Source: an optimization exercise on an open RTL-to-GDS flow (aim: small area, a short achievable clock period and few clock cycles per item). Production flows keep margins and buffers that such runs may drop. The RTL was checked by simulation tests, not by an equivalence proof against the original design.

## flow/design.v (module list and top-level ports; edited modules follow where they fit)
// module tpu_rsqrt_iter_unit: 1561 lines
// module fa_cell: 4 lines
// module ha_cell: 4 lines
module tpu_rsqrt_iter_unit #(
  parameter int IN_WIDTH  = 16,
  parameter int IN_FRAC   = 8,
  parameter int OUT_WIDTH = 16,
  parameter int OUT_FRAC  = 11,
  parameter int LUT_BITS  = 6,
  parameter int MAX_ITERS = 3,
  parameter int TAG_WIDTH = 4
) (
  input  logic                           clk,
  input  logic                           rst_n,
  input  logic                           flush,
  input  logic                           in_valid,
  output logic                           in_ready,
  input  logic [IN_WIDTH-1:0]            in_data,
  input  logic                           in_op,
  input  logic [$clog2(MAX_ITERS+1)-1:0] in_iters,
  input  logic [TAG_WIDTH-1:0]           in_tag,
  output logic                           out_valid,
  input  logic                           out_ready,
  output logic [OUT_WIDTH-1:0]           out_data,
  output logic [TAG_WIDTH-1:0]           out_tag,
  output logic                           out_sat,
  output logic                           out_zero,
  output logic                           busy,
  output logic [31:0]                    ops_count,
  output logic [31:0]                    sat_count
);
  // ...
==> flow/run.sh <==
#!/bin/bash
# synth_recipe.tcl (not shown) runs the flow's synth.tcl, then flattens the netlist and writes it again
# the make line also repeats each setting of config.mk as NAME=value (left out here)
make -C /OpenROAD-flow-scripts/flow DESIGN_CONFIG=/design/flow/config.mk WORK_HOME=/design/flow/orfs CLKGATE_MAP_FILE= SYNTH_SCRIPT=/design/flow/synth_recipe.tcl finish
==> flow/config.mk <==
export PLATFORM = sky130hd
export DESIGN_NAME = tpu_rsqrt_iter_unit
export DESIGN_NICKNAME = tpu_rsqrt_iter_unit
export VERILOG_FILES = /design/flow/design.v
export SDC_FILE = /design/flow/constraint.sdc
export NUM_CORES = 4
export LEC_CHECK = 0
export CAP_MARGIN = 20
export CORE_MARGIN = 2
export CORE_UTILIZATION = 55
export CTS_BUF_LIST = sky130_fd_sc_hd__clkbuf_16
export CTS_CLUSTER_DIAMETER = 150
export CTS_CLUSTER_SIZE = 25
export SETUP_SLACK_MARGIN = 5
export SLEW_MARGIN = 20
export SYNTH_HIERARCHICAL = 1
==> flow/constraint.sdc <==
create_clock -name core_clock -period 11.0 [get_ports {clk}]
set_input_delay 2.2000 -clock core_clock [delete_from_list [all_inputs] [get_ports {clk}]]
set_output_delay 2.2000 -clock core_clock [all_outputs]
set_load 0.01 [all_outputs]
==> report_table.html, run 1 <==
<table>
<tr><th>Metric</th><th>Value</th></tr>
<tr><th colspan="2">Outcome</th></tr>
<tr><td>Outcome</td><td>timing/DRC/antenna clean</td></tr>
<tr><th colspan="2">Floorplan</th></tr>
<tr><td>Die area</td><td>127000 sq um</td></tr>
<tr><td>Die X</td><td>356 um</td></tr>
<tr><td>Number of tap cells added at floorplan</td><td>1637</td></tr>
<tr><th colspan="2">STA</th></tr>
<tr><td>Max-slew headroom</td><td>29.4%</td></tr>
<tr><td>Pin slew with the least headroom to its limit</td><td>1060 ps</td></tr>
<tr><td>RSZ-0062 raised after global routing</td><td>true</td></tr>
<tr><th colspan="2">Synth</th></tr>
<tr><td>Commonest register cell after synthesis</td><td>sky130_fd_sc_hd__dfxtp_1</td></tr>
<tr><td>Post-synthesis cell type count</td><td>98</td></tr>
<tr><td>Share of synthesized flip-flops with an asynchronous set or reset</td><td>13.3%</td></tr>
<tr><th colspan="2">Global routing</th></tr>
<tr><td>Via count of the first global-routing pass</td><td>52.7k</td></tr>
<tr><td>Maximum number of pins on one net before global-route repair</td><td>105</td></tr>
<tr><th colspan="2">Cells and area</th></tr>
<tr><td>Synth-to-layout area growth</td><td>6.75%</td></tr>
<tr><td>Sequential fraction of total cell area</td><td>18.7%</td></tr>
<tr><td>Largest Register</td><td>m_q</td></tr>
<tr><td>ClkCell Share</td><td>1.46%</td></tr>
<tr><td>Post-route cell area</td><td>72600 sq um</td></tr>
<tr><th colspan="2">Hold path</th></tr>
<tr><td>Hold Startpoint</td><td>m_q[7][9]</td></tr>
<tr><th colspan="2">Placed design</th></tr>
<tr><td>Minimum setup slack after placement</td><td>3800 ps</td></tr>
<tr><td>RD Place Congestion</td><td>0.902</td></tr>
<tr><th colspan="2">Clock network</th></tr>
<tr><td>Total clock sinks</td><td>640</td></tr>
<tr><td>Cell at the root of the clock tree</td><td>sky130_fd_sc_hd__clkbuf_16</td></tr>
<tr><th colspan="2">Critical path</th></tr>
<tr><td>Maximum net fanout on the critical path</td><td>4</td></tr>
<tr><td>Arrival time of the worst setup path</td><td>6630 ps</td></tr>
</table>
Testbench counts, summed over its fixed seeds: cycles 4,880, items 4,800.
==> run 2, diff against run 1 <==
--- a/flow/design.v
+++ b/flow/design.v
@@ -104,51 +104,38 @@
       op_q[k]  <= op_q[k-1];
       it_q[k]  <= it_q[k-1];
       tag_q[k] <= tag_q[k-1];
     end
   end
   logic [5:0]  idx2;
   logic [19:0] t1_q;
   logic [19:0] gn_q;         
-  logic [18:0] r0_q;
   assign idx2 = m_q[1][15:10];
   always_ff @(posedge clk) begin
     t1_q <= TAB_T1[idx2*20 +: 20];
     gn_q <= ~TAB_G[idx2*30 + 10 +: 20];
-    r0_q <= TAB_R0[idx2*19 +: 19];
   end
-  logic [13:0] e1_q;
+  logic [5:0]  be1_qo, be1_qt, be1_qn;
+  always_ff @(posedge clk) begin
+    for (int k = 0; k < 6; k++) begin
+      logic [2:0] g;
+      g         = (k == 0) ? {m_q[1][1:0], 1'b0} : (k == 5) ? {2'b00, m_q[1][9]} : m_q[1][2*k-1 +: 3];
+      be1_qo[k] <= g[1] ^ g[0];
+      be1_qt[k] <= (g == 3'b011) || (g == 3'b100);
+      be1_qn[k] <= g[2] && !(g[1] && g[0]);
+    end
+  end
+  logic [13:0] e1;
   logic [18:0] r0_q3;
   logic [9:0]  lo3;
-  assign lo3 = m_q[2][9:0];
-  logic be1_o0, be1_t0, be1_n0;
-  assign be1_o0 = lo3[0] ^ 1'b0;
-  assign be1_t0 = (lo3[1] & ~lo3[0] & ~1'b0) | (~lo3[1] & lo3[0] & 1'b0);
-  assign be1_n0 = lo3[1] & ~(lo3[0] & 1'b0);
-  logic be1_o1, be1_t1, be1_n1;
-  assign be1_o1 = lo3[2] ^ lo3[1];
-  assign be1_t1 = (lo3[3] & ~lo3[2] & ~lo3[1]) | (~lo3[3] & lo3[2] & lo3[1]);
-  assign be1_n1 = lo3[3] & ~(lo3[2] & lo3[1]);
-  logic be1_o2, be1_t2, be1_n2;
-  assign be1_o2 = lo3[4] ^ lo3[3];
-  assign be1_t2 = (lo3[5] & ~lo3[4] & ~lo3[3]) | (~lo3[5] & lo3[4] & lo3[3]);
-  assign be1_n2 = lo3[5] & ~(lo3[4] & lo3[3]);
-  logic be1_o3, be1_t3, be1_n3;
-  assign be1_o3 = lo3[6] ^ lo3[5];
-  assign be1_t3 = (lo3[7] & ~lo3[6] & ~lo3[5]) | (~lo3[7] & lo3[6] & lo3[5]);
-  assign be1_n3 = lo3[7] & ~(lo3[6] & lo3[5]);
-  logic be1_o4, be1_t4, be1_n4;
-  assign be1_o4 = lo3[8] ^ lo3[7];
-  assign be1_t4 = (lo3[9] & ~lo3[8] & ~lo3[7]) | (~lo3[9] & lo3[8] & lo3[7]);
-  assign be1_n4 = lo3[9] & ~(lo3[8] & lo3[7]);
-  logic be1_o5, be1_t5, be1_n5;
-  assign be1_o5 = 1'b0 ^ lo3[9];
-  assign be1_t5 = (1'b0 & ~1'b0 & ~lo3[9]) | (~1'b0 & 1'b0 & lo3[9]);
-  assign be1_n5 = 1'b0 & ~(1'b0 & lo3[9]);
+  logic [5:0]  idx3;
+  logic [6:0]  bo_q, bt_q, bn_q;
+  assign lo3  = m_q[2][9:0];
+  assign idx3 = m_q[2][15:10];
   logic te1_w1, te1_w2, te1_w3, te1_w4, te1_w5, te1_w6, te1_w7, te1_w8, te1_w9, te1_w10, te1_w11, te1_w12;
   logic te1_w13, te1_w14, te1_w15, te1_w16, te1_w17, te1_w18, te1_w19, te1_w20, te1_w21, te1_w22, te1_w23, te1_w24;
   logic te1_w25, te1_w26, te1_w27, te1_w28, te1_w29, te1_w30, te1_w31, te1_w32, te1_w33, te1_w34, te1_w35, te1_w36;
   logic te1_w37, te1_w38, te1_w39, te1_w40, te1_w41, te1_w42, te1_w43, te1_w44, te1_w45, te1_w46, te1_w47, te1_w48;
   logic te1_w49, te1_w50, te1_w51, te1_w52, te1_w53, te1_w54, te1_w55, te1_w56, te1_w57, te1_w58, te1_w59, te1_w60;
   logic te1_w61, te1_w62, te1_w63, te1_w64, te1_w65, te1_w66, te1_w67, te1_w68, te1_w69, te1_w70, te1_w71, te1_w72;
   logic te1_w73, te1_w74, te1_w75, te1_w76, te1_w77, te1_w78, te1_w79, te1_w80, te1_w81, te1_w82, te1_w83, te1_w84;
   logic te1_w85, te1_w86, te1_w87, te1_w88, te1_w89, te1_w90, te1_w91, te1_w92, te1_w93, te1_w94, te1_w95, te1_w96;
@@ -158,80 +145,80 @@
   logic te1_w133, te1_w134, te1_w135, te1_w136, te1_w137, te1_w138, te1_w139, te1_w140, te1_w141, te1_w142, te1_w143, te1_w144;
   logic te1_w145, te1_w146, te1_w147, te1_w148, te1_w149, te1_w150, te1_w151, te1_w152, te1_w153, te1_w154, te1_w155, te1_w156;
   logic te1_w157, te1_w158, te1_w159, te1_w160, te1_w161, te1_w162, te1_w163, te1_w164, te1_w165, te1_w166, te1_w167, te1_w168;
   logic te1_w169, te1_w170, te1_w171, te1_w172, te1_w173, te1_w174, te1_w175, te1_w176, te1_w177, te1_w178, te1_w179, te1_w180;
   logic te1_w181, te1_w182, te1_w183, te1_w184, te1_w185, te1_w186, te1_w187, te1_w188, te1_w189, te1_w190, te1_w191, te1_w192;
   logic te1_w193, te1_w194, te1_w195, te1_w196, te1_w197, te1_w198, te1_w199, te1_w200, te1_w201, te1_w202, te1_w203, te1_w204;
   logic te1_w205, te1_w206, te1_w207, te1_w208, te1_w209, te1_w210, te1_w211, te1_w212, te1_w213, te1_w214, te1_w215, te1_w216;
   logic te1_w217, te1_w218, te1_w219, te1_w220, te1_w221, te1_w222, te1_w223, te1_w224, te1_w225, te1_w226;
-  ha_cell te1_h2 (.a((((be1_o0 & t1_q[10]) | (be1_t0 & t1_q[9])) ^ be1_n0)), .b((((be1_o1 & t1_q[8]) | (be1_t1 & t1_q[7])) ^ be1_n1)), .s(te1_w1), .co(te1_w2));
-  fa_cell te1_f4 (.a((((be1_o0 & t1_q[11]) | (be1_t0 & t1_q[10])) ^ be1_n0)), .b((((be1_o1 & t1_q[9]) | (be1_t1 & t1_q[8])) ^ be1_n1)), .c((((be1_o2 & t1_q[7]) | (be1_t2 & t1_q[6])) ^ be1_n2)), .s(te1_w3), .co(te1_w4));
-  fa_cell te1_f6 (.a((((be1_o0 & t1_q[12]) | (be1_t0 & t1_q[11])) ^ be1_n0)), .b((((be1_o1 & t1_q[10]) | (be1_t1 & t1_q[9])) ^ be1_n1)), .c((((be1_o2 & t1_q[8]) | (be1_t2 & t1_q[7])) ^ be1_n2)), .s(te1_w5), .co(te1_w6));
-  fa_cell te1_f8 (.a((((be1_o0 & t1_q[13]) | (be1_t0 & t1_q[12])) ^ be1_n0)), .b((((be1_o1 & t1_q[11]) | (be1_t1 & t1_q[10])) ^ be1_n1)), .c((((be1_o2 & t1_q[9]) | (be1_t2 & t1_q[8])) ^ be1_n2)), .s(te1_w7), .co(te1_w8));
-  fa_cell te1_f10 (.a((((be1_o0 & t1_q[14]) | (be1_t0 & t1_q[13])) ^ be1_n0)), .b((((be1_o1 & t1_q[12]) | (be1_t1 & t1_q[11])) ^ be1_n1)), .c((((be1_o2 & t1_q[10]) | (be1_t2 & t1_q[9])) ^ be1_n2)), .s(te1_w9), .co(te1_w10));
-  fa_cell te1_f12 (.a((((be1_o0 & t1_q[15]) | (be1_t0 & t1_q[14])) ^ be1_n0)), .b((((be1_o1 & t1_q[13]) | (be1_t1 & t1_q[12])) ^ be1_n1)), .c((((be1_o2 & t1_q[11]) | (be1_t2 & t1_q[10])) ^ be1_n2)), .s(te1_w11), .co(te1_w12));
-  fa_cell te1_f14 (.a((((be1_o0 & t1_q[16]) | (be1_t0 & t1_q[15])) ^ be1_n0)), .b((((be1_o1 & t1_q[14]) | (be1_t1 & t1_q[13])) ^ be1_n1)), .c((((be1_o2 & t1_q[12]) | (be1_t2 & t1_q[11])) ^ be1_n2)), .s(te1_w13), .co(te1_w14));
-  fa_cell te1_f16 (.a((((be1_o0 & t1_q[17]) | (be1_t0 & t1_q[16])) ^ be1_n0)), .b((((be1_o1 & t1_q[15]) | (be1_t1 & t1_q[14])) ^ be1_n1)), .c((((be1_o2 & t1_q[13]) | (be1_t2 & t1_q[12])) ^ be1_n2)), .s(te1_w15), .co(te1_w16));
-  fa_cell te1_f18 (.a((((be1_o0 & t1_q[18]) | (be1_t0 & t1_q[17])) ^ be1_n0)), .b((((be1_o1 & t1_q[16]) | (be1_t1 & t1_q[15])) ^ be1_n1)), .c((((be1_o2 & t1_q[14]) | (be1_t2 & t1_q[13])) ^ be1_n2)), .s(te1_w17), .co(te1_w18));
-  fa_cell te1_f20 (.a((((be1_o0 & t1_q[19]) | (be1_t0 & t1_q[18])) ^ be1_n0)), .b((((be1_o1 & t1_q[17]) | (be1_t1 & t1_q[16])) ^ be1_n1)), .c((((be1_o2 & t1_q[15]) | (be1_t2 & t1_q[14])) ^ be1_n2)), .s(te1_w19), .co(te1_w20));
-  fa_cell te1_f22 (.a((((be1_t0 & t1_q[19])) ^ be1_n0)), .b((((be1_o1 & t1_q[18]) | (be1_t1 & t1_q[17])) ^ be1_n1)), .c((((be1_o2 & t1_q[16]) | (be1_t2 & t1_q[15])) ^ be1_n2)), .s(te1_w21), .co(te1_w22));
-  fa_cell te1_f24 (.a(~be1_n0), .b((((be1_o1 & t1_q[19]) | (be1_t1 & t1_q[18])) ^ be1_n1)), .c((((be1_o2 & t1_q[17]) | (be1_t2 & t1_q[16])) ^ be1_n2)), .s(te1_w23), .co(te1_w24));
-  ha_cell te1_h26 (.a((((be1_o3 & t1_q[15]) | (be1_t3 & t1_q[14])) ^ be1_n3)), .b((((be1_o4 & t1_q[13]) | (be1_t4 & t1_q[12])) ^ be1_n4)), .s(te1_w25), .co(te1_w26));
-  fa_cell te1_f28 (.a((((be1_t1 & t1_q[19])) ^ be1_n1)), .b((((be1_o2 & t1_q[18]) | (be1_t2 & t1_q[17])) ^ be1_n2)), .c((((be1_o3 & t1_q[16]) | (be1_t3 & t1_q[15])) ^ be1_n3)), .s(te1_w27), .co(te1_w28));
-  ha_cell te1_h30 (.a((((be1_o4 & t1_q[14]) | (be1_t4 & t1_q[13])) ^ be1_n4)), .b(((be1_o5 & t1_q[12]) | (be1_t5 & t1_q[11]))), .s(te1_w29), .co(te1_w30));
-  fa_cell te1_f32 (.a(~be1_n1), .b((((be1_o2 & t1_q[19]) | (be1_t2 & t1_q[18])) ^ be1_n2)), .c((((be1_o3 & t1_q[17]) | (be1_t3 & t1_q[16])) ^ be1_n3)), .s(te1_w31), .co(te1_w32));
-  ha_cell te1_h34 (.a((((be1_t2 & t1_q[19])) ^ be1_n2)), .b((((be1_o3 & t1_q[18]) | (be1_t3 & t1_q[17])) ^ be1_n3)), .s(te1_w33), .co(te1_w34));
-  ha_cell te1_h36 (.a((((be1_o0 & t1_q[6]) | (be1_t0 & t1_q[5])) ^ be1_n0)), .b((((be1_o1 & t1_q[4]) | (be1_t1 & t1_q[3])) ^ be1_n1)), .s(te1_w35), .co(te1_w36));
-  ha_cell te1_h38 (.a((((be1_o0 & t1_q[7]) | (be1_t0 & t1_q[6])) ^ be1_n0)), .b((((be1_o1 & t1_q[5]) | (be1_t1 & t1_q[4])) ^ be1_n1)), .s(te1_w37), .co(te1_w38));
-  fa_cell te1_f40 (.a((((be1_o0 & t1_q[8]) | (be1_t0 & t1_q[7])) ^ be1_n0)), .b((((be1_o1 & t1_q[6]) | (be1_t1 & t1_q[5])) ^ be1_n1)), .c((((be1_o2 & t1_q[4]) | (be1_t2 & t1_q[3])) ^ be1_n2)), .s(te1_w39), .co(te1_w40));
-  ha_cell te1_h42 (.a((((be1_o3 & t1_q[2]) | (be1_t3 & t1_q[1])) ^ be1_n3)), .b((((be1_o4 & t1_q[0])) ^ be1_n4)), .s(te1_w41), .co(te1_w42));
-  fa_cell te1_f44 (.a((((be1_o0 & t1_q[9]) | (be1_t0 & t1_q[8])) ^ be1_n0)), .b((((be1_o1 & t1_q[7]) | (be1_t1 & t1_q[6])) ^ be1_n1)), .c((((be1_o2 & t1_q[5]) | (be1_t2 & t1_q[4])) ^ be1_n2)), .s(te1_w43), .co(te1_w44));
-  ha_cell te1_h46 (.a((((be1_o3 & t1_q[3]) | (be1_t3 & t1_q[2])) ^ be1_n3)), .b((((be1_o4 & t1_q[1]) | (be1_t4 & t1_q[0])) ^ be1_n4)), .s(te1_w45), .co(te1_w46));
-  fa_cell te1_f48 (.a((((be1_o2 & t1_q[6]) | (be1_t2 & t1_q[5])) ^ be1_n2)), .b((((be1_o3 & t1_q[4]) | (be1_t3 & t1_q[3])) ^ be1_n3)), .c((((be1_o4 & t1_q[2]) | (be1_t4 & t1_q[1])) ^ be1_n4)), .s(te1_w47), .co(te1_w48));
-  fa_cell te1_f50 (.a(((be1_o5 & t1_q[0]))), .b(gn_q[0]), .c(te1_w1), .s(te1_w49), .co(te1_w50));
-  fa_cell te1_f52 (.a((((be1_o3 & t1_q[5]) | (be1_t3 & t1_q[4])) ^ be1_n3)), .b((((be1_o4 & t1_q[3]) | (be1_t4 & t1_q[2])) ^ be1_n4)), .c(((be1_o5 & t1_q[1]) | (be1_t5 & t1_q[0]))), .s(te1_w51), .co(te1_w52));
+  ha_cell te1_h2 (.a((((be1_qo[0] & t1_q[10]) | (be1_qt[0] & t1_q[9])) ^ be1_qn[0])), .b((((be1_qo[1] & t1_q[8]) | (be1_qt[1] & t1_q[7])) ^ be1_qn[1])), .s(te1_w1), .co(te1_w2));
+  fa_cell te1_f4 (.a((((be1_qo[0] & t1_q[11]) | (be1_qt[0] & t1_q[10])) ^ be1_qn[0])), .b((((be1_qo[1] & t1_q[9]) | (be1_qt[1] & t1_q[8])) ^ be1_qn[1])), .c((((be1_qo[2] & t1_q[7]) | (be1_qt[2] & t1_q[6])) ^ be1_qn[2])), .s(te1_w3), .co(te1_w4));
+  fa_cell te1_f6 (.a((((be1_qo[0] & t1_q[12]) | (be1_qt[0] & t1_q[11])) ^ be1_qn[0])), .b((((be1_qo[1] & t1_q[10]) | (be1_qt[1] & t1_q[9])) ^ be1_qn[1])), .c((((be1_qo[2] & t1_q[8]) | (be1_qt[2] & t1_q[7])) ^ be1_qn[2])), .s(te1_w5), .co(te1_w6));
+  fa_cell te1_f8 (.a((((be1_qo[0] & t1_q[13]) | (be1_qt[0] & t1_q[12])) ^ be1_qn[0])), .b((((be1_qo[1] & t1_q[11]) | (be1_qt[1] & t1_q[10])) ^ be1_qn[1])), .c((((be1_qo[2] & t1_q[9]) | (be1_qt[2] & t1_q[8])) ^ be1_qn[2])), .s(te1_w7), .co(te1_w8));
+  fa_cell te1_f10 (.a((((be1_qo[0] & t1_q[14]) | (be1_qt[0] & t1_q[13])) ^ be1_qn[0])), .b((((be1_qo[1] & t1_q[12]) | (be1_qt[1] & t1_q[11])) ^ be1_qn[1])), .c((((be1_qo[2] & t1_q[10]) | (be1_qt[2] & t1_q[9])) ^ be1_qn[2])), .s(te1_w9), .co(te1_w10));
+  fa_cell te1_f12 (.a((((be1_qo[0] & t1_q[15]) | (be1_qt[0] & t1_q[14])) ^ be1_qn[0])), .b((((be1_qo[1] & t1_q[13]) | (be1_qt[1] & t1_q[12])) ^ be1_qn[1])), .c((((be1_qo[2] & t1_q[11]) | (be1_qt[2] & t1_q[10])) ^ be1_qn[2])), .s(te1_w11), .co(te1_w12));
+  fa_cell te1_f14 (.a((((be1_qo[0] & t1_q[16]) | (be1_qt[0] & t1_q[15])) ^ be1_qn[0])), .b((((be1_qo[1] & t1_q[14]) | (be1_qt[1] & t1_q[13])) ^ be1_qn[1])), .c((((be1_qo[2] & t1_q[12]) | (be1_qt[2] & t1_q[11])) ^ be1_qn[2])), .s(te1_w13), .co(te1_w14));
+  fa_cell te1_f16 (.a((((be1_qo[0] & t1_q[17]) | (be1_qt[0] & t1_q[16])) ^ be1_qn[0])), .b((((be1_qo[1] & t1_q[15]) | (be1_qt[1] & t1_q[14])) ^ be1_qn[1])), .c((((be1_qo[2] & t1_q[13]) | (be1_qt[2] & t1_q[12])) ^ be1_qn[2])), .s(te1_w15), .co(te1_w16));
+  fa_cell te1_f18 (.a((((be1_qo[0] & t1_q[18]) | (be1_qt[0] & t1_q[17])) ^ be1_qn[0])), .b((((be1_qo[1] & t1_q[16]) | (be1_qt[1] & t1_q[15])) ^ be1_qn[1])), .c((((be1_qo[2] & t1_q[14]) | (be1_qt[2] & t1_q[13])) ^ be1_qn[2])), .s(te1_w17), .co(te1_w18));
+  fa_cell te1_f20 (.a((((be1_qo[0] & t1_q[19]) | (be1_qt[0] & t1_q[18])) ^ be1_qn[0])), .b((((be1_qo[1] & t1_q[17]) | (be1_qt[1] & t1_q[16])) ^ be1_qn[1])), .c((((be1_qo[2] & t1_q[15]) | (be1_qt[2] & t1_q[14])) ^ be1_qn[2])), .s(te1_w19), .co(te1_w20));
+  fa_cell te1_f22 (.a((((be1_qt[0] & t1_q[19])) ^ be1_qn[0])), .b((((be1_qo[1] & t1_q[18]) | (be1_qt[1] & t1_q[17])) ^ be1_qn[1])), .c((((be1_qo[2] & t1_q[16]) | (be1_qt[2] & t1_q[15])) ^ be1_qn[2])), .s(te1_w21), .co(te1_w22));
+  fa_cell te1_f24 (.a(~be1_qn[0]), .b((((be1_qo[1] & t1_q[19]) | (be1_qt[1] & t1_q[18])) ^ be1_qn[1])), .c((((be1_qo[2] & t1_q[17]) | (be1_qt[2] & t1_q[16])) ^ be1_qn[2])), .s(te1_w23), .co(te1_w24));
+  ha_cell te1_h26 (.a((((be1_qo[3] & t1_q[15]) | (be1_qt[3] & t1_q[14])) ^ be1_qn[3])), .b((((be1_qo[4] & t1_q[13]) | (be1_qt[4] & t1_q[12])) ^ be1_qn[4])), .s(te1_w25), .co(te1_w26));
+  fa_cell te1_f28 (.a((((be1_qt[1] & t1_q[19])) ^ be1_qn[1])), .b((((be1_qo[2] & t1_q[18]) | (be1_qt[2] & t1_q[17])) ^ be1_qn[2])), .c((((be1_qo[3] & t1_q[16]) | (be1_qt[3] & t1_q[15])) ^ be1_qn[3])), .s(te1_w27), .co(te1_w28));
+  ha_cell te1_h30 (.a((((be1_qo[4] & t1_q[14]) | (be1_qt[4] & t1_q[13])) ^ be1_qn[4])), .b(((be1_qo[5] & t1_q[12]) | (be1_qt[5] & t1_q[11]))), .s(te1_w29), .co(te1_w30));
+  fa_cell te1_f32 (.a(~be1_qn[1]), .b((((be1_qo[2] & t1_q[19]) | (be1_qt[2] & t1_q[18])) ^ be1_qn[2])), .c((((be1_qo[3] & t1_q[17]) | (be1_qt[3] & t1_q[16])) ^ be1_qn[3])), .s(te1_w31), .co(te1_w32));
+  ha_cell te1_h34 (.a((((be1_qt[2] & t1_q[19])) ^ be1_qn[2])), .b((((be1_qo[3] & t1_q[18]) | (be1_qt[3] & t1_q[17])) ^ be1_qn[3])), .s(te1_w33), .co(te1_w34));
+  ha_cell te1_h36 (.a((((be1_qo[0] & t1_q[6]) | (be1_qt[0] & t1_q[5])) ^ be1_qn[0])), .b((((be1_qo[1] & t1_q[4]) | (be1_qt[1] & t1_q[3])) ^ be1_qn[1])), .s(te1_w35), .co(te1_w36));
+  ha_cell te1_h38 (.a((((be1_qo[0] & t1_q[7]) | (be1_qt[0] & t1_q[6])) ^ be1_qn[0])), .b((((be1_qo[1] & t1_q[5]) | (be1_qt[1] & t1_q[4])) ^ be1_qn[1])), .s(te1_w37), .co(te1_w38));
+  fa_cell te1_f40 (.a((((be1_qo[0] & t1_q[8]) | (be1_qt[0] & t1_q[7])) ^ be1_qn[0])), .b((((be1_qo[1] & t1_q[6]) | (be1_qt[1] & t1_q[5])) ^ be1_qn[1])), .c((((be1_qo[2] & t1_q[4]) | (be1_qt[2] & t1_q[3])) ^ be1_qn[2])), .s(te1_w39), .co(te1_w40));
+  ha_cell te1_h42 (.a((((be1_qo[3] & t1_q[2]) | (be1_qt[3] & t1_q[1])) ^ be1_qn[3])), .b((((be1_qo[4] & t1_q[0])) ^ be1_qn[4])), .s(te1_w41), .co(te1_w42));
+  fa_cell te1_f44 (.a((((be1_qo[0] & t1_q[9]) | (be1_qt[0] & t1_q[8])) ^ be1_qn[0])), .b((((be1_qo[1] & t1_q[7]) | (be1_qt[1] & t1_q[6])) ^ be1_qn[1])), .c((((be1_qo[2] & t1_q[5]) | (be1_qt[2] & t1_q[4])) ^ be1_qn[2])), .s(te1_w43), .co(te1_w44));
+  ha_cell te1_h46 (.a((((be1_qo[3] & t1_q[3]) | (be1_qt[3] & t1_q[2])) ^ be1_qn[3])), .b((((be1_qo[4] & t1_q[1]) | (be1_qt[4] & t1_q[0])) ^ be1_qn[4])), .s(te1_w45), .co(te1_w46));
+  fa_cell te1_f48 (.a((((be1_qo[2] & t1_q[6]) | (be1_qt[2] & t1_q[5])) ^ be1_qn[2])), .b((((be1_qo[3] & t1_q[4]) | (be1_qt[3] & t1_q[3])) ^ be1_qn[3])), .c((((be1_qo[4] & t1_q[2]) | (be1_qt[4] & t1_q[1])) ^ be1_qn[4])), .s(te1_w47), .co(te1_w48));
+  fa_cell te1_f50 (.a(((be1_qo[5] & t1_q[0]))), .b(gn_q[0]), .c(te1_w1), .s(te1_w49), .co(te1_w50));
+  fa_cell te1_f52 (.a((((be1_qo[3] & t1_q[5]) | (be1_qt[3] & t1_q[4])) ^ be1_qn[3])), .b((((be1_qo[4] & t1_q[3]) | (be1_qt[4] & t1_q[2])) ^ be1_qn[4])), .c(((be1_qo[5] & t1_q[1]) | (be1_qt[5] & t1_q[0]))), .s(te1_w51), .co(te1_w52));
   fa_cell te1_f54 (.a(gn_q[1]), .b(te1_w2), .c(te1_w3), .s(te1_w53), .co(te1_w54));
-  fa_cell te1_f56 (.a((((be1_o3 & t1_q[6]) | (be1_t3 & t1_q[5])) ^ be1_n3)), .b((((be1_o4 & t1_q[4]) | (be1_t4 & t1_q[3])) ^ be1_n4)), .c(((be1_o5 & t1_q[2]) | (be1_t5 & t1_q[1]))), .s(te1_w55), .co(te1_w56));
+  fa_cell te1_f56 (.a((((be1_qo[3] & t1_q[6]) | (be1_qt[3] & t1_q[5])) ^ be1_qn[3])), .b((((be1_qo[4] & t1_q[4]) | (be1_qt[4] & t1_q[3])) ^ be1_qn[4])), .c(((be1_qo[5] & t1_q[2]) | (be1_qt[5] & t1_q[1]))), .s(te1_w55), .co(te1_w56));
   fa_cell te1_f58 (.a(gn_q[2]), .b(te1_w4), .c(te1_w5), .s(te1_w57), .co(te1_w58));
-  fa_cell te1_f60 (.a((((be1_o3 & t1_q[7]) | (be1_t3 & t1_q[6])) ^ be1_n3)), .b((((be1_o4 & t1_q[5]) | (be1_t4 & t1_q[4])) ^ be1_n4)), .c(((be1_o5 & t1_q[3]) | (be1_t5 & t1_q[2]))), .s(te1_w59), .co(te1_w60));
+  fa_cell te1_f60 (.a((((be1_qo[3] & t1_q[7]) | (be1_qt[3] & t1_q[6])) ^ be1_qn[3])), .b((((be1_qo[4] & t1_q[5]) | (be1_qt[4] & t1_q[4])) ^ be1_qn[4])), .c(((be1_qo[5] & t1_q[3]) | (be1_qt[5] & t1_q[2]))), .s(te1_w59), .co(te1_w60));
   fa_cell te1_f62 (.a(gn_q[3]), .b(te1_w6), .c(te1_w7), .s(te1_w61), .co(te1_w62));
-  fa_cell te1_f64 (.a((((be1_o3 & t1_q[8]) | (be1_t3 & t1_q[7])) ^ be1_n3)), .b((((be1_o4 & t1_q[6]) | (be1_t4 & t1_q[5])) ^ be1_n4)), .c(((be1_o5 & t1_q[4]) | (be1_t5 & t1_q[3]))), .s(te1_w63), .co(te1_w64));
+  fa_cell te1_f64 (.a((((be1_qo[3] & t1_q[8]) | (be1_qt[3] & t1_q[7])) ^ be1_qn[3])), .b((((be1_qo[4] & t1_q[6]) | (be1_qt[4] & t1_q[5])) ^ be1_qn[4])), .c(((be1_qo[5] & t1_q[4]) | (be1_qt[5] & t1_q[3]))), .s(te1_w63), .co(te1_w64));
   fa_cell te1_f66 (.a(gn_q[4]), .b(te1_w8), .c(te1_w9), .s(te1_w65), .co(te1_w66));
-  fa_cell te1_f68 (.a((((be1_o3 & t1_q[9]) | (be1_t3 & t1_q[8])) ^ be1_n3)), .b((((be1_o4 & t1_q[7]) | (be1_t4 & t1_q[6])) ^ be1_n4)), .c(((be1_o5 & t1_q[5]) | (be1_t5 & t1_q[4]))), .s(te1_w67), .co(te1_w68));
+  fa_cell te1_f68 (.a((((be1_qo[3] & t1_q[9]) | (be1_qt[3] & t1_q[8])) ^ be1_qn[3])), .b((((be1_qo[4] & t1_q[7]) | (be1_qt[4] & t1_q[6])) ^ be1_qn[4])), .c(((be1_qo[5] & t1_q[5]) | (be1_qt[5] & t1_q[4]))), .s(te1_w67), .co(te1_w68));
   fa_cell te1_f70 (.a(gn_q[5]), .b(te1_w10), .c(te1_w11), .s(te1_w69), .co(te1_w70));
-  fa_cell te1_f72 (.a((((be1_o3 & t1_q[10]) | (be1_t3 & t1_q[9])) ^ be1_n3)), .b((((be1_o4 & t1_q[8]) | (be1_t4 & t1_q[7])) ^ be1_n4)), .c(((be1_o5 & t1_q[6]) | (be1_t5 & t1_q[5]))), .s(te1_w71), .co(te1_w72));
+  fa_cell te1_f72 (.a((((be1_qo[3] & t1_q[10]) | (be1_qt[3] & t1_q[9])) ^ be1_qn[3])), .b((((be1_qo[4] & t1_q[8]) | (be1_qt[4] & t1_q[7])) ^ be1_qn[4])), .c(((be1_qo[5] & t1_q[6]) | (be1_qt[5] & t1_q[5]))), .s(te1_w71), .co(te1_w72));
   fa_cell te1_f74 (.a(gn_q[6]), .b(te1_w12), .c(te1_w13), .s(te1_w73), .co(te1_w74));
-  fa_cell te1_f76 (.a((((be1_o3 & t1_q[11]) | (be1_t3 & t1_q[10])) ^ be1_n3)), .b((((be1_o4 & t1_q[9]) | (be1_t4 & t1_q[8])) ^ be1_n4)), .c(((be1_o5 & t1_q[7]) | (be1_t5 & t1_q[6]))), .s(te1_w75), .co(te1_w76));
+  fa_cell te1_f76 (.a((((be1_qo[3] & t1_q[11]) | (be1_qt[3] & t1_q[10])) ^ be1_qn[3])), .b((((be1_qo[4] & t1_q[9]) | (be1_qt[4] & t1_q[8])) ^ be1_qn[4])), .c(((be1_qo[5] & t1_q[7]) | (be1_qt[5] & t1_q[6]))), .s(te1_w75), .co(te1_w76));
   fa_cell te1_f78 (.a(gn_q[7]), .b(te1_w14), .c(te1_w15), .s(te1_w77), .co(te1_w78));
-  fa_cell te1_f80 (.a((((be1_o3 & t1_q[12]) | (be1_t3 & t1_q[11])) ^ be1_n3)), .b((((be1_o4 & t1_q[10]) | (be1_t4 & t1_q[9])) ^ be1_n4)), .c(((be1_o5 & t1_q[8]) | (be1_t5 & t1_q[7]))), .s(te1_w79), .co(te1_w80));
+  fa_cell te1_f80 (.a((((be1_qo[3] & t1_q[12]) | (be1_qt[3] & t1_q[11])) ^ be1_qn[3])), .b((((be1_qo[4] & t1_q[10]) | (be1_qt[4] & t1_q[9])) ^ be1_qn[4])), .c(((be1_qo[5] & t1_q[8]) | (be1_qt[5] & t1_q[7]))), .s(te1_w79), .co(te1_w80));
   fa_cell te1_f82 (.a(gn_q[8]), .b(te1_w16), .c(te1_w17), .s(te1_w81), .co(te1_w82));
-  fa_cell te1_f84 (.a((((be1_o3 & t1_q[13]) | (be1_t3 & t1_q[12])) ^ be1_n3)), .b((((be1_o4 & t1_q[11]) | (be1_t4 & t1_q[10])) ^ be1_n4)), .c(((be1_o5 & t1_q[9]) | (be1_t5 & t1_q[8]))), .s(te1_w83), .co(te1_w84));
+  fa_cell te1_f84 (.a((((be1_qo[3] & t1_q[13]) | (be1_qt[3] & t1_q[12])) ^ be1_qn[3])), .b((((be1_qo[4] & t1_q[11]) | (be1_qt[4] & t1_q[10])) ^ be1_qn[4])), .c(((be1_qo[5] & t1_q[9]) | (be1_qt[5] & t1_q[8]))), .s(te1_w83), .co(te1_w84));
   fa_cell te1_f86 (.a(gn_q[9]), .b(te1_w18), .c(te1_w19), .s(te1_w85), .co(te1_w86));
-  fa_cell te1_f88 (.a((((be1_o3 & t1_q[14]) | (be1_t3 & t1_q[13])) ^ be1_n3)), .b((((be1_o4 & t1_q[12]) | (be1_t4 & t1_q[11])) ^ be1_n4)), .c(((be1_o5 & t1_q[10]) | (be1_t5 & t1_q[9]))), .s(te1_w87), .co(te1_w88));
+  fa_cell te1_f88 (.a((((be1_qo[3] & t1_q[14]) | (be1_qt[3] & t1_q[13])) ^ be1_qn[3])), .b((((be1_qo[4] & t1_q[12]) | (be1_qt[4] & t1_q[11])) ^ be1_qn[4])), .c(((be1_qo[5] & t1_q[10]) | (be1_qt[5] & t1_q[9]))), .s(te1_w87), .co(te1_w88));
   fa_cell te1_f90 (.a(gn_q[10]), .b(te1_w20), .c(te1_w21), .s(te1_w89), .co(te1_w90));
-  fa_cell te1_f92 (.a(((be1_o5 & t1_q[11]) | (be1_t5 & t1_q[10]))), .b(1'b1), .c(gn_q[11]), .s(te1_w91), .co(te1_w92));
+  fa_cell te1_f92 (.a(((be1_qo[5] & t1_q[11]) | (be1_qt[5] & t1_q[10]))), .b(1'b1), .c(gn_q[11]), .s(te1_w91), .co(te1_w92));
   fa_cell te1_f94 (.a(te1_w22), .b(te1_w23), .c(te1_w25), .s(te1_w93), .co(te1_w94));
   fa_cell te1_f96 (.a(1'b1), .b(gn_q[12]), .c(te1_w24), .s(te1_w95), .co(te1_w96));
   fa_cell te1_f98 (.a(te1_w26), .b(te1_w27), .c(te1_w29), .s(te1_w97), .co(te1_w98));
-  fa_cell te1_f100 (.a((((be1_o4 & t1_q[15]) | (be1_t4 & t1_q[14])) ^ be1_n4)), .b(((be1_o5 & t1_q[13]) | (be1_t5 & t1_q[12]))), .c(gn_q[13]), .s(te1_w99), .co(te1_w100));
+  fa_cell te1_f100 (.a((((be1_qo[4] & t1_q[15]) | (be1_qt[4] & t1_q[14])) ^ be1_qn[4])), .b(((be1_qo[5] & t1_q[13]) | (be1_qt[5] & t1_q[12]))), .c(gn_q[13]), .s(te1_w99), .co(te1_w100));
   fa_cell te1_f102 (.a(te1_w28), .b(te1_w30), .c(te1_w31), .s(te1_w101), .co(te1_w102));
-  fa_cell te1_f104 (.a((((be1_o4 & t1_q[16]) | (be1_t4 & t1_q[15])) ^ be1_n4)), .b(((be1_o5 & t1_q[14]) | (be1_t5 & t1_q[13]))), .c(1'b1), .s(te1_w103), .co(te1_w104));
+  fa_cell te1_f104 (.a((((be1_qo[4] & t1_q[16]) | (be1_qt[4] & t1_q[15])) ^ be1_qn[4])), .b(((be1_qo[5] & t1_q[14]) | (be1_qt[5] & t1_q[13]))), .c(1'b1), .s(te1_w103), .co(te1_w104));
   fa_cell te1_f106 (.a(gn_q[14]), .b(te1_w32), .c(te1_w33), .s(te1_w105), .co(te1_w106));
-  fa_cell te1_f108 (.a(~be1_n2), .b((((be1_o3 & t1_q[19]) | (be1_t3 & t1_q[18])) ^ be1_n3)), .c((((be1_o4 & t1_q[17]) | (be1_t4 & t1_q[16])) ^ be1_n4)), .s(te1_w107), .co(te1_w108));
-  fa_cell te1_f110 (.a(((be1_o5 & t1_q[15]) | (be1_t5 & t1_q[14]))), .b(gn_q[15]), .c(te1_w34), .s(te1_w109), .co(te1_w110));
-  fa_cell te1_f112 (.a((((be1_t3 & t1_q[19])) ^ be1_n3)), .b((((be1_o4 & t1_q[18]) | (be1_t4 & t1_q[17])) ^ be1_n4)), .c(((be1_o5 & t1_q[16]) | (be1_t5 & t1_q[15]))), .s(te1_w111), .co(te1_w112));
+  fa_cell te1_f108 (.a(~be1_qn[2]), .b((((be1_qo[3] & t1_q[19]) | (be1_qt[3] & t1_q[18])) ^ be1_qn[3])), .c((((be1_qo[4] & t1_q[17]) | (be1_qt[4] & t1_q[16])) ^ be1_qn[4])), .s(te1_w107), .co(te1_w108));
+  fa_cell te1_f110 (.a(((be1_qo[5] & t1_q[15]) | (be1_qt[5] & t1_q[14]))), .b(gn_q[15]), .c(te1_w34), .s(te1_w109), .co(te1_w110));
+  fa_cell te1_f112 (.a((((be1_qt[3] & t1_q[19])) ^ be1_qn[3])), .b((((be1_qo[4] & t1_q[18]) | (be1_qt[4] & t1_q[17])) ^ be1_qn[4])), .c(((be1_qo[5] & t1_q[16]) | (be1_qt[5] & t1_q[15]))), .s(te1_w111), .co(te1_w112));
   ha_cell te1_h114 (.a(1'b1), .b(gn_q[16]), .s(te1_w113), .co(te1_w114));
-  fa_cell te1_f116 (.a(~be1_n3), .b((((be1_o4 & t1_q[19]) | (be1_t4 & t1_q[18])) ^ be1_n4)), .c(((be1_o5 & t1_q[17]) | (be1_t5 & t1_q[16]))), .s(te1_w115), .co(te1_w116));
-  ha_cell te1_h118 (.a((((be1_t4 & t1_q[19])) ^ be1_n4)), .b(((be1_o5 & t1_q[18]) | (be1_t5 & t1_q[17]))), .s(te1_w117), .co(te1_w118));
-  ha_cell te1_h120 (.a((((be1_o0 & t1_q[4]) | (be1_t0 & t1_q[3])) ^ be1_n0)), .b((((be1_o1 & t1_q[2]) | (be1_t1 & t1_q[1])) ^ be1_n1)), .s(te1_w119), .co(te1_w120));
-  ha_cell te1_h122 (.a((((be1_o0 & t1_q[5]) | (be1_t0 & t1_q[4])) ^ be1_n0)), .b((((be1_o1 & t1_q[3]) | (be1_t1 & t1_q[2])) ^ be1_n1)), .s(te1_w121), .co(te1_w122));
-  fa_cell te1_f124 (.a((((be1_o2 & t1_q[2]) | (be1_t2 & t1_q[1])) ^ be1_n2)), .b((((be1_o3 & t1_q[0])) ^ be1_n3)), .c(be1_n3), .s(te1_w123), .co(te1_w124));
-  fa_cell te1_f126 (.a((((be1_o2 & t1_q[3]) | (be1_t2 & t1_q[2])) ^ be1_n2)), .b((((be1_o3 & t1_q[1]) | (be1_t3 & t1_q[0])) ^ be1_n3)), .c(te1_w36), .s(te1_w125), .co(te1_w126));
-  fa_cell te1_f128 (.a(be1_n4), .b(te1_w38), .c(te1_w39), .s(te1_w127), .co(te1_w128));
+  fa_cell te1_f116 (.a(~be1_qn[3]), .b((((be1_qo[4] & t1_q[19]) | (be1_qt[4] & t1_q[18])) ^ be1_qn[4])), .c(((be1_qo[5] & t1_q[17]) | (be1_qt[5] & t1_q[16]))), .s(te1_w115), .co(te1_w116));
+  ha_cell te1_h118 (.a((((be1_qt[4] & t1_q[19])) ^ be1_qn[4])), .b(((be1_qo[5] & t1_q[18]) | (be1_qt[5] & t1_q[17]))), .s(te1_w117), .co(te1_w118));
+  ha_cell te1_h120 (.a((((be1_qo[0] & t1_q[4]) | (be1_qt[0] & t1_q[3])) ^ be1_qn[0])), .b((((be1_qo[1] & t1_q[2]) | (be1_qt[1] & t1_q[1])) ^ be1_qn[1])), .s(te1_w119), .co(te1_w120));
+  ha_cell te1_h122 (.a((((be1_qo[0] & t1_q[5]) | (be1_qt[0] & t1_q[4])) ^ be1_qn[0])), .b((((be1_qo[1] & t1_q[3]) | (be1_qt[1] & t1_q[2])) ^ be1_qn[1])), .s(te1_w121), .co(te1_w122));
+  fa_cell te1_f124 (.a((((be1_qo[2] & t1_q[2]) | (be1_qt[2] & t1_q[1])) ^ be1_qn[2])), .b((((be1_qo[3] & t1_q[0])) ^ be1_qn[3])), .c(be1_qn[3]), .s(te1_w123), .co(te1_w124));
+  fa_cell te1_f126 (.a((((be1_qo[2] & t1_q[3]) | (be1_qt[2] & t1_q[2])) ^ be1_qn[2])), .b((((be1_qo[3] & t1_q[1]) | (be1_qt[3] & t1_q[0])) ^ be1_qn[3])), .c(te1_w36), .s(te1_w125), .co(te1_w126));
+  fa_cell te1_f128 (.a(be1_qn[4]), .b(te1_w38), .c(te1_w39), .s(te1_w127), .co(te1_w128));
   fa_cell te1_f130 (.a(te1_w40), .b(te1_w42), .c(te1_w43), .s(te1_w129), .co(te1_w130));
   fa_cell te1_f132 (.a(te1_w44), .b(te1_w46), .c(te1_w47), .s(te1_w131), .co(te1_w132));
   fa_cell te1_f134 (.a(te1_w48), .b(te1_w50), .c(te1_w51), .s(te1_w133), .co(te1_w134));
   fa_cell te1_f136 (.a(te1_w52), .b(te1_w54), .c(te1_w55), .s(te1_w135), .co(te1_w136));
   fa_cell te1_f138 (.a(te1_w56), .b(te1_w58), .c(te1_w59), .s(te1_w137), .co(te1_w138));
   fa_cell te1_f140 (.a(te1_w60), .b(te1_w62), .c(te1_w63), .s(te1_w139), .co(te1_w140));
   fa_cell te1_f142 (.a(te1_w64), .b(te1_w66), .c(te1_w67), .s(te1_w141), .co(te1_w142));
   fa_cell te1_f144 (.a(te1_w68), .b(te1_w70), .c(te1_w71), .s(te1_w143), .co(te1_w144));
@@ -242,21 +229,21 @@
   fa_cell te1_f154 (.a(te1_w88), .b(te1_w90), .c(te1_w91), .s(te1_w153), .co(te1_w154));
   fa_cell te1_f156 (.a(te1_w92), .b(te1_w94), .c(te1_w95), .s(te1_w155), .co(te1_w156));
   fa_cell te1_f158 (.a(te1_w96), .b(te1_w98), .c(te1_w99), .s(te1_w157), .co(te1_w158));
   fa_cell te1_f160 (.a(te1_w100), .b(te1_w102), .c(te1_w103), .s(te1_w159), .co(te1_w160));
   fa_cell te1_f162 (.a(te1_w104), .b(te1_w106), .c(te1_w107), .s(te1_w161), .co(te1_w162));
   fa_cell te1_f164 (.a(te1_w108), .b(te1_w110), .c(te1_w111), .s(te1_w163), .co(te1_w164));
   fa_cell te1_f166 (.a(gn_q[17]), .b(te1_w112), .c(te1_w114), .s(te1_w165), .co(te1_w166));
   fa_cell te1_f168 (.a(1'b1), .b(gn_q[18]), .c(te1_w116), .s(te1_w167), .co(te1_w168));
-  fa_cell te1_f170 (.a(~be1_n4), .b(((be1_o5 & t1_q[19]) | (be1_t5 & t1_q[18]))), .c(gn_q[19]), .s(te1_w169), .co(te1_w170));
-  ha_cell te1_h172 (.a((((be1_o0 & t1_q[2]) | (be1_t0 & t1_q[1])) ^ be1_n0)), .b((((be1_o1 & t1_q[0])) ^ be1_n1)), .s(te1_w171), .co(te1_w172));
-  ha_cell te1_h174 (.a((((be1_o0 & t1_q[3]) | (be1_t0 & t1_q[2])) ^ be1_n0)), .b((((be1_o1 & t1_q[1]) | (be1_t1 & t1_q[0])) ^ be1_n1)), .s(te1_w173), .co(te1_w174));
-  fa_cell te1_f176 (.a((((be1_o2 & t1_q[0])) ^ be1_n2)), .b(be1_n2), .c(te1_w119), .s(te1_w175), .co(te1_w176));
-  fa_cell te1_f178 (.a((((be1_o2 & t1_q[1]) | (be1_t2 & t1_q[0])) ^ be1_n2)), .b(te1_w120), .c(te1_w121), .s(te1_w177), .co(te1_w178));
+  fa_cell te1_f170 (.a(~be1_qn[4]), .b(((be1_qo[5] & t1_q[19]) | (be1_qt[5] & t1_q[18]))), .c(gn_q[19]), .s(te1_w169), .co(te1_w170));
+  ha_cell te1_h172 (.a((((be1_qo[0] & t1_q[2]) | (be1_qt[0] & t1_q[1])) ^ be1_qn[0])), .b((((be1_qo[1] & t1_q[0])) ^ be1_qn[1])), .s(te1_w171), .co(te1_w172));
+  ha_cell te1_h174 (.a((((be1_qo[0] & t1_q[3]) | (be1_qt[0] & t1_q[2])) ^ be1_qn[0])), .b((((be1_qo[1] & t1_q[1]) | (be1_qt[1] & t1_q[0])) ^ be1_qn[1])), .s(te1_w173), .co(te1_w174));
+  fa_cell te1_f176 (.a((((be1_qo[2] & t1_q[0])) ^ be1_qn[2])), .b(be1_qn[2]), .c(te1_w119), .s(te1_w175), .co(te1_w176));
+  fa_cell te1_f178 (.a((((be1_qo[2] & t1_q[1]) | (be1_qt[2] & t1_q[0])) ^ be1_qn[2])), .b(te1_w120), .c(te1_w121), .s(te1_w177), .co(te1_w178));
   fa_cell te1_f180 (.a(te1_w35), .b(te1_w122), .c(te1_w123), .s(te1_w179), .co(te1_w180));
   fa_cell te1_f182 (.a(te1_w37), .b(te1_w124), .c(te1_w125), .s(te1_w181), .co(te1_w182));
   fa_cell te1_f184 (.a(te1_w41), .b(te1_w126), .c(te1_w127), .s(te1_w183), .co(te1_w184));
   fa_cell te1_f186 (.a(te1_w45), .b(te1_w128), .c(te1_w129), .s(te1_w185), .co(te1_w186));
   fa_cell te1_f188 (.a(te1_w49), .b(te1_w130), .c(te1_w131), .s(te1_w187), .co(te1_w188));
   fa_cell te1_f190 (.a(te1_w53), .b(te1_w132), .c(te1_w133), .s(te1_w189), .co(te1_w190));
   fa_cell te1_f192 (.a(te1_w57), .b(te1_w134), .c(te1_w135), .s(te1_w191), .co(te1_w192));
   fa_cell te1_f194 (.a(te1_w61), .b(te1_w136), .c(te1_w137), .s(te1_w193), .co(te1_w194));
@@ -272,41 +259,36 @@
   fa_cell te1_f214 (.a(te1_w101), .b(te1_w156), .c(te1_w157), .s(te1_w213), .co(te1_w214));
   fa_cell te1_f216 (.a(te1_w105), .b(te1_w158), .c(te1_w159), .s(te1_w215), .co(te1_w216));
   fa_cell te1_f218 (.a(te1_w109), .b(te1_w160), .c(te1_w161), .s(te1_w217), .co(te1_w218));
   fa_cell te1_f220 (.a(te1_w113), .b(te1_w162), .c(te1_w163), .s(te1_w219), .co(te1_w220));
   fa_cell te1_f222 (.a(te1_w115), .b(te1_w164), .c(te1_w165), .s(te1_w221), .co(te1_w222));
   fa_cell te1_f224 (.a(te1_w117), .b(te1_w166), .c(te1_w167), .s(te1_w223), .co(te1_w224));
   fa_cell te1_f226 (.a(te1_w118), .b(te1_w168), .c(te1_w169), .s(te1_w225), .co(te1_w226));
   logic [29:0] te1_s;
-  assign te1_s = {te1_w224, te1_w222, te1_w220, te1_w218, te1_w216, te1_w214, te1_w212, te1_w210, te1_w208, te1_w206, te1_w204, te1_w202, te1_w200, te1_w198, te1_w196, te1_w194, te1_w192, te1_w190, te1_w188, te1_w186, te1_w184, te1_w182, te1_w180, te1_w178, te1_w176, te1_w174, te1_w172, be1_n1, (((be1_o0 & t1_q[1]) | (be1_t0 & t1_q[0])) ^ be1_n0), (((be1_o0 & t1_q[0])) ^ be1_n0)} + {te1_w225, te1_w223, te1_w221, te1_w219, te1_w217, te1_w215, te1_w213, te1_w211, te1_w209, te1_w207, te1_w205, te1_w203, te1_w201, te1_w199, te1_w197, te1_w195, te1_w193, te1_w191, te1_w189, te1_w187, te1_w185, te1_w183, te1_w181, te1_w179, te1_w177, te1_w175, te1_w173, te1_w171, 1'b0, be1_n0};
+  assign te1_s = {te1_w224, te1_w222, te1_w220, te1_w218, te1_w216, te1_w214, te1_w212, te1_w210, te1_w208, te1_w206, te1_w204, te1_w202, te1_w200, te1_w198, te1_w196, te1_w194, te1_w192, te1_w190, te1_w188, te1_w186, te1_w184, te1_w182, te1_w180, te1_w178, te1_w176, te1_w174, te1_w172, be1_qn[1], (((be1_qo[0] & t1_q[1]) | (be1_qt[0] & t1_q[0])) ^ be1_qn[0]), (((be1_qo[0] & t1_q[0])) ^ be1_qn[0])} + {te1_w225, te1_w223, te1_w221, te1_w219, te1_w217, te1_w215, te1_w213, te1_w211, te1_w209, te1_w207, te1_w205, te1_w203, te1_w201, te1_w199, te1_w197, te1_w195, te1_w193, te1_w191, te1_w189, te1_w187, te1_w185, te1_w183, te1_w181, te1_w179, te1_w177, te1_w175, te1_w173, te1_w171, 1'b0, be1_qn[0]};
+  assign e1 = ~te1_s[29:16];
   always_ff @(posedge clk) begin
-    e1_q  <= ~te1_s[29:16];
-    r0_q3 <= r0_q;
+    for (int k = 0; k < 7; k++) begin
+      logic [2:0] g;
+      g       = (k == 0) ? {e1[1:0], 1'b0} : e1[2*k-1 +: 3];
+      bo_q[k] <= g[1] ^ g[0];
+      bt_q[k] <= (g == 3'b011) || (g == 3'b100);
+      bn_q[k] <= g[2] && !(g[1] && g[0]);
+    end
+    r0_q3 <= TAB_R0[idx3*19 +: 19];
   end
   logic [37:0] p3;
   logic [18:0] r_q3;
-  logic [6:0] bo, bt, bn;
   logic       bo0, bo1, bo2, bo3, bo4, bo5, bo6;
   logic       bt0, bt1, bt2, bt3, bt4, bt5, bt6;
   logic       bn0, bn1, bn2, bn3, bn4, bn5, bn6;
-  always_comb begin
-    logic [14:0] ex;
-    logic [2:0]  g;
-    ex = {e1_q, 1'b0};
-    for (int k = 0; k < 7; k++) begin
-      g     = ex[2*k +: 3];
-      bo[k] = g[1] ^ g[0];
-      bt[k] = (g == 3'b011) || (g == 3'b100);
-      bn[k] = g[2] && !(g[1] && g[0]);
-    end
-  end
-  assign {bo6, bo5, bo4, bo3, bo2, bo1, bo0} = bo;
-  assign {bt6, bt5, bt4, bt3, bt2, bt1, bt0} = bt;
-  assign {bn6, bn5, bn4, bn3, bn2, bn1, bn0} = bn;
+  assign {bo6, bo5, bo4, bo3, bo2, bo1, bo0} = bo_q;
+  assign {bt6, bt5, bt4, bt3, bt2, bt1, bt0} = bt_q;
+  assign {bn6, bn5, bn4, bn3, bn2, bn1, bn0} = bn_q;
   logic tr1_w1, tr1_w2, tr1_w3, tr1_w4, tr1_w5, tr1_w6, tr1_w7, tr1_w8, tr1_w9, tr1_w10, tr1_w11, tr1_w12;
   logic tr1_w13, tr1_w14, tr1_w15, tr1_w16, tr1_w17, tr1_w18, tr1_w19, tr1_w20, tr1_w21, tr1_w22, tr1_w23, tr1_w24;
   logic tr1_w25, tr1_w26, tr1_w27, tr1_w28, tr1_w29, tr1_w30, tr1_w31, tr1_w32, tr1_w33, tr1_w34, tr1_w35, tr1_w36;
   logic tr1_w37, tr1_w38, tr1_w39, tr1_w40, tr1_w41, tr1_w42, tr1_w43, tr1_w44, tr1_w45, tr1_w46, tr1_w47, tr1_w48;
   logic tr1_w49, tr1_w50, tr1_w51, tr1_w52, tr1_w53, tr1_w54, tr1_w55, tr1_w56, tr1_w57, tr1_w58, tr1_w59, tr1_w60;
   logic tr1_w61, tr1_w62, tr1_w63, tr1_w64, tr1_w65, tr1_w66, tr1_w67, tr1_w68, tr1_w69, tr1_w70, tr1_w71, tr1_w72;
   logic tr1_w73, tr1_w74, tr1_w75, tr1_w76, tr1_w77, tr1_w78, tr1_w79, tr1_w80, tr1_w81, tr1_w82, tr1_w83, tr1_w84;
   logic tr1_w85, tr1_w86, tr1_w87, tr1_w88, tr1_w89, tr1_w90, tr1_w91, tr1_w92, tr1_w93, tr1_w94, tr1_w95, tr1_w96;
==> run 2 against run 1 <==
  * First-iteration DRC count rose by 1.7%
  * Worst hold slack gained 12 ps
  * Register-to-register slack improved by 450 ps
  * Synthesized cell count up 0.98%
  * Core utilization is 0.23 points lower
  * Clock skew fell by 8.5 ps
==> report_table.html, run 2 <==
<table>
<tr><th>Metric</th><th>Value</th></tr>
<tr><th colspan="2">Synth</th></tr>
<tr><td>Top-count cell post-synth</td><td>sky130_fd_sc_hd__fa_1</td></tr>
<tr><td>Syn Inst Count</td><td>7023</td></tr>
<tr><td>Sequential-to-total area share from yosys stat</td><td>19.7%</td></tr>
<tr><td>Post-synthesis sequential element count</td><td>642</td></tr>
<tr><td>Share of synthesized flip-flops with an asynchronous set or reset</td><td>13.2% (-0.041 points)</td></tr>
<tr><td>Post-Syn Area per Cell</td><td>9.76 sq um</td></tr>
<tr><td>Area share of the largest cell type after synthesis</td><td>26.2%</td></tr>
<tr><td>Post-synthesis cell type count</td><td>102 (+4.1%)</td></tr>
<tr><td>Mapped cell area</td><td>68500 sq um</td></tr>
<tr><td>Number of warnings reported in the yosys synthesis log</td><td>12</td></tr>
<tr><td>Number of flops mapped to enable cells by yosys</td><td>22</td></tr>
<tr><td>Most frequent cells after synthesis</td><td>896 x sky130_fd_sc_hd__fa_1, 599 x sky130_fd_sc_hd__xnor2_1, 575 x sky130_fd_sc_hd__and2_1</td></tr>
<tr><td>Area contributors post-synth</td><td>sky130_fd_sc_hd__fa_1 26%, sky130_fd_sc_hd__dfxtp_1 16%, sky130_fd_sc_hd__ha_1 9.0%</td></tr>
<tr><td>Cell type with the largest total area after synthesis</td><td>sky130_fd_sc_hd__fa_1</td></tr>
<tr><td>Commonest register cell after synthesis</td><td>sky130_fd_sc_hd__dfxtp_1</td></tr>
<tr><th colspan="2">STA</th></tr>
<tr><td>RSZ-0062 raised after global routing</td><td>true</td></tr>
<tr><td>Timing-limited maximum frequency</td><td>173 MHz</td></tr>
<tr><td>Fin. max-slew vios</td><td>0</td></tr>
<tr><td>Total count of hold-check failures in the final report</td><td>0</td></tr>
<tr><td>Final period utilization</td><td>52.4%</td></tr>
<tr><td>Pin slew with the least headroom to its limit</td><td>1090 ps (+32.3 ps)</td></tr>
<tr><td>Final setup viols</td><td>0</td></tr>
<tr><td>Max-slew headroom</td><td>26.7% (-2.7 points)</td></tr>
<tr><td>Maximum clock skew at final layout</td><td>29.8 ps</td></tr>
<tr><td>Worst path setup slack after routing</td><td>5230 ps</td></tr>
<tr><td>Fin Setup TNS</td><td>0 ps</td></tr>
<tr><td>Period minus WS final</td><td>5770 ps</td></tr>
<tr><th colspan="2">Outcome</th></tr>
<tr><td>Outcome</td><td>timing/DRC/antenna clean</td></tr>
<tr><th colspan="2">Cells and area</th></tr>
<tr><td>Registers with the most flip-flops</td><td>m_q: 143 flops, tag_q: 36 flops, a_q: 35 flops</td></tr>
<tr><td>Synth-to-layout area growth</td><td>6.01%</td></tr>
<tr><td>Final-layout fill cell count</td><td>11.0k</td></tr>
<tr><td>Leading cell type in the layout, fill and taps excluded</td><td>sky130_fd_sc_hd__fa_1</td></tr>
<tr><td>Fraction of layout instances using a drive strength above 1</td><td>5.94%</td></tr>
<tr><td>Area occupied by multi-input gates</td><td>53000 sq um</td></tr>
<tr><td>Largest Register</td><td>m_q</td></tr>
<tr><td>Flip-flop count of the largest register after layout</td><td>143</td></tr>
<tr><td>Core Util, Final</td><td>58.8%</td></tr>
<tr><td>Combined flip-flop and latch cell area</td><td>13600 sq um</td></tr>
<tr><td>Commonest non-fill, non-tap cells in the layout</td><td>896 x sky130_fd_sc_hd__fa_1, 597 x sky130_fd_sc_hd__xnor2_1, 575 x sky130_fd_sc_hd__and2_1, 485 x sky130_fd_sc_hd__ha_1, 483 x sky130_fd_sc_hd__a22oi_1</td></tr>
<tr><td>Final-stage net count</td><td>8247</td></tr>
<tr><td>Count of non-filler cells in the finished layout</td><td>8486</td></tr>
<tr><th colspan="2">Floorplan</th></tr>
<tr><td>FP Rows</td><td>129</td></tr>
<tr><td>Std-Cell Core Area</td><td>124000 sq um</td></tr>
<tr><td>Die area</td><td>127000 sq um (+0.69%)</td></tr>
<tr><td>Die X</td><td>357 um (+0.35%)</td></tr>
<tr><td>I/O pin total</td><td>117</td></tr>
<tr><td>Die height</td><td>357 um</td></tr>
<tr><td>Starting Density</td><td>55.4%</td></tr>
<tr><th colspan="2">Global routing</th></tr>
<tr><td>Global-route wire length before repair</td><td>298000 um</td></tr>
<tr><td>Via count of the first global-routing pass</td><td>52.6k (-0.19%)</td></tr>
<tr><td>Maximum number of pins on one net before global-route repair</td><td>98 (-6.7%)</td></tr>
<tr><td>Sum of overflow across all layers after global routing</td><td>0</td></tr>
<tr><td>Overall routing resource usage</td><td>29.2%</td></tr>
<tr><td>Antenna violations before repair</td><td>3</td></tr>
<tr><th colspan="2">Clock network</th></tr>
<tr><td>TritonCTS Buffers</td><td>35</td></tr>
<tr><td>Clock tree buffer depth</td><td>3</td></tr>
<tr><td>Cell at the root of the clock tree</td><td>sky130_fd_sc_hd__clkbuf_16</td></tr>
<tr><td>Hold-fix buffer count after cts</td><td>0</td></tr>
<tr><td>Htree depth</td><td>2</td></tr>
<tr><td>Clock tree from TritonCTS</td><td>built</td></tr>
<tr><td>Worst skew pair latency</td><td>660 ps</td></tr>
<tr><td>Total clock sinks</td><td>642 (+0.31%)</td></tr>
<tr><td>Register clock-pin slew on the reported worst setup and hold paths</td><td>100 ps</td></tr>
<tr><th colspan="2">Critical path</th></tr>
<tr><td>Type of origin of the critical path</td><td>register</td></tr>
<tr><td>Critical setup path kind</td><td>reg -&gt; reg</td></tr>
<tr><td>Category of the worst setup path capture point</td><td>register</td></tr>
<tr><td>Maximum net fanout on the critical path</td><td>27 (+23)</td></tr>
<tr><td>Req. time, crit path</td><td>11340 ps</td></tr>
<tr><td>Arrival time of the worst setup path</td><td>6110 ps (-520 ps)</td></tr>
<tr><th colspan="2">Detailed routing</th></tr>
<tr><td>Antenna-violating nets left</td><td>0</td></tr>
<tr><td>Pre-antenna DRT Iters</td><td>6</td></tr>
<tr><td>Count of unresolved DRC violations after routing</td><td>0</td></tr>
<tr><td>Vias per cell</td><td>6.05</td></tr>
<tr><td>Starting DRC count in detailed routing</td><td>3930</td></tr>
<tr><td>Routed WL</td><td>185000 um</td></tr>
<tr><td>Detailed-route wire length per cell</td><td>21.8 um</td></tr>
<tr><td>Total number of vias</td><td>51.3k</td></tr>
<tr><th colspan="2">Placed design</th></tr>
<tr><td>RD Place Congestion</td><td>0.902 (about the same)</td></tr>
<tr><td>HPWL after detailed placement</td><td>133000 um</td></tr>
<tr><td>Port Buf Inserts</td><td>116</td></tr>
<tr><td>Minimum setup slack after placement</td><td>4640 ps (+834 ps)</td></tr>
<tr><td>Placed Instances</td><td>8411</td></tr>
<tr><th colspan="2">Run</th></tr>
<tr><td>Number of violations of the max-capacitance limit</td><td>0</td></tr>
<tr><th colspan="2">Hold path</th></tr>
<tr><td>Class of the tightest hold or removal check</td><td>reg -&gt; reg</td></tr>
</table>
## run 2: repair_timing
item	in CTS	in global routing
gates resized for setup	49	121
endpoints found under the setup margin	32	44
pin swaps	5	12
buffers inserted	4	12
gates cloned	1	1
## run 2: critical path, cell delays in order, from the launching register on
cell	delay, ps
sky130_fd_sc_hd__dfxtp_1	320
sky130_fd_sc_hd__buf_4	290
sky130_fd_sc_hd__nand2_1	180
sky130_fd_sc_hd__ha_4	220
sky130_fd_sc_hd__o21ai_0	140
sky130_fd_sc_hd__o21ba_4	240
sky130_fd_sc_hd__o211a_4	190
sky130_fd_sc_hd__and2_1	160
sky130_fd_sc_hd__ha_1	300
sky130_fd_sc_hd__a21oi_2	70
sky130_fd_sc_hd__fa_1	530
sky130_fd_sc_hd__inv_1	50
sky130_fd_sc_hd__ha_2	440
sky130_fd_sc_hd__and4_1	270
sky130_fd_sc_hd__nand4_4	180
sky130_fd_sc_hd__o221a_4	310
sky130_fd_sc_hd__a2111oi_4	400
sky130_fd_sc_hd__o21ai_2	130
sky130_fd_sc_hd__nand3_1	130
sky130_fd_sc_hd__o2111ai_2	190
sky130_fd_sc_hd__mux2_2	340
sky130_fd_sc_hd__a221oi_2	270
sky130_fd_sc_hd__a221oi_1	110
## run 2: kinds of logic (layout without fill, tap and decap cells)
family	Yosys count	count (layout)	share of synthesized area [%]
AND/OR/NAND/NOR	1811	1812	13.8
AO/OA/AOI/OAI	1608	1608	16.1
adder cells (fa/ha/maj)	1390	1390	35.2
XOR/XNOR	778	778	9.94
buffers and inverters	717	484	3.98
flip-flops	642	642	19.7
multiplexers	75	75	1.35
other	2	60	0.0110
## run 2: layout make-up
| type | instances | share of cell area, % |
|---|---|---|
| Antenna cell | 1 | 0.00345 |
| Inverter | 177 | 0.928 |
| Sequential cell | 642 | 18.7 |
| Tap cell | 1637 | 2.82 |
| Timing Repair Buffer | 250 | 3.04 |
| Clock inverter | 21 | 0.339 |
| Timing Repair inverter | 1 | 0.00689 |
| Multi-Input combinational cell | 5722 | 72.9 |
| Clock buffer | 35 | 1.21 |
## run 2: layer usage
layer  vias to the layer above  wire, um  share of wire (%)  GRT usage, %
met2                      1555     89100                 48          48.8
met5                         -         0                  0             0
met3                       235      9560                5.2          2.49
met1                     25900     81900                 44          40.8
met4                         0      4640                2.5          8.13
li1                      23700         -                  -             -
## run 2: final timing paths
kind                                start               to  slack [ps]  depth (start not counted)
worst min-delay path            m_q[4][6]        m_q[5][6]         320                          0
worst max register to register    op_q[9]    out_data_q[1]        5230                         22
min in group asynchronous           rst_n  ops_count_q[26]        1460                          1
worst min register to register  m_q[4][6]        m_q[5][6]         320                          0
max in group asynchronous           rst_n  ops_count_q[16]        8460                          2
worst max-delay path              op_q[9]    out_data_q[1]        5230                         22
## run 2: metrics by stage
step                      cell area [sq um]  hold WS, ps
after detailed placement              70800          312
after global placement                70800          310
final                                 72600          318
after global routing                  72600          323
after floorplan                       68700          310
after CTS                             72100          313
## run 2: modules after synthesis (local to each module, per instance)
module	cells inside	cell area, sq um	flops+latches
tpu_rsqrt_iter_unit	6020	49500	642
ha_cell	1	12.5	0
fa_cell	1	20.0	0
Testbench counts of run 2, summed over its fixed seeds: cycles 4,880, items 4,800.

-- afterwards: timing with drivers on the ports --
How much do the figures lean on ideal ports? The routed layouts below were timed once more, with nothing changed but the port constraints.
Step 1 assumes that a clkbuf_16 drives the clock port and a buf_2 every other input.
Step 2 moves the port delays by t, midway between the first and last clock arrival at a register: inputs arrive t later, outputs are due t later. That takes back most of the time a late clock gives input paths.
a / b / c = ideal / step 1 / step 2; a / b = the first two.
run | shift t [ns] | setup slack, ns | worst slew at a driven data input, ns
run 1 | 0.705 | 4.779 / 4.779 / 4.779 | 0.04
run 2 | 0.715 | 5.233 / 5.206 / 5.206 | 0.08
After both steps setup and hold are still met in every run listed. The setup slack of run 2, which loses most, moves by -0.027 ns with the drivers and by -0.027 ns with both steps.
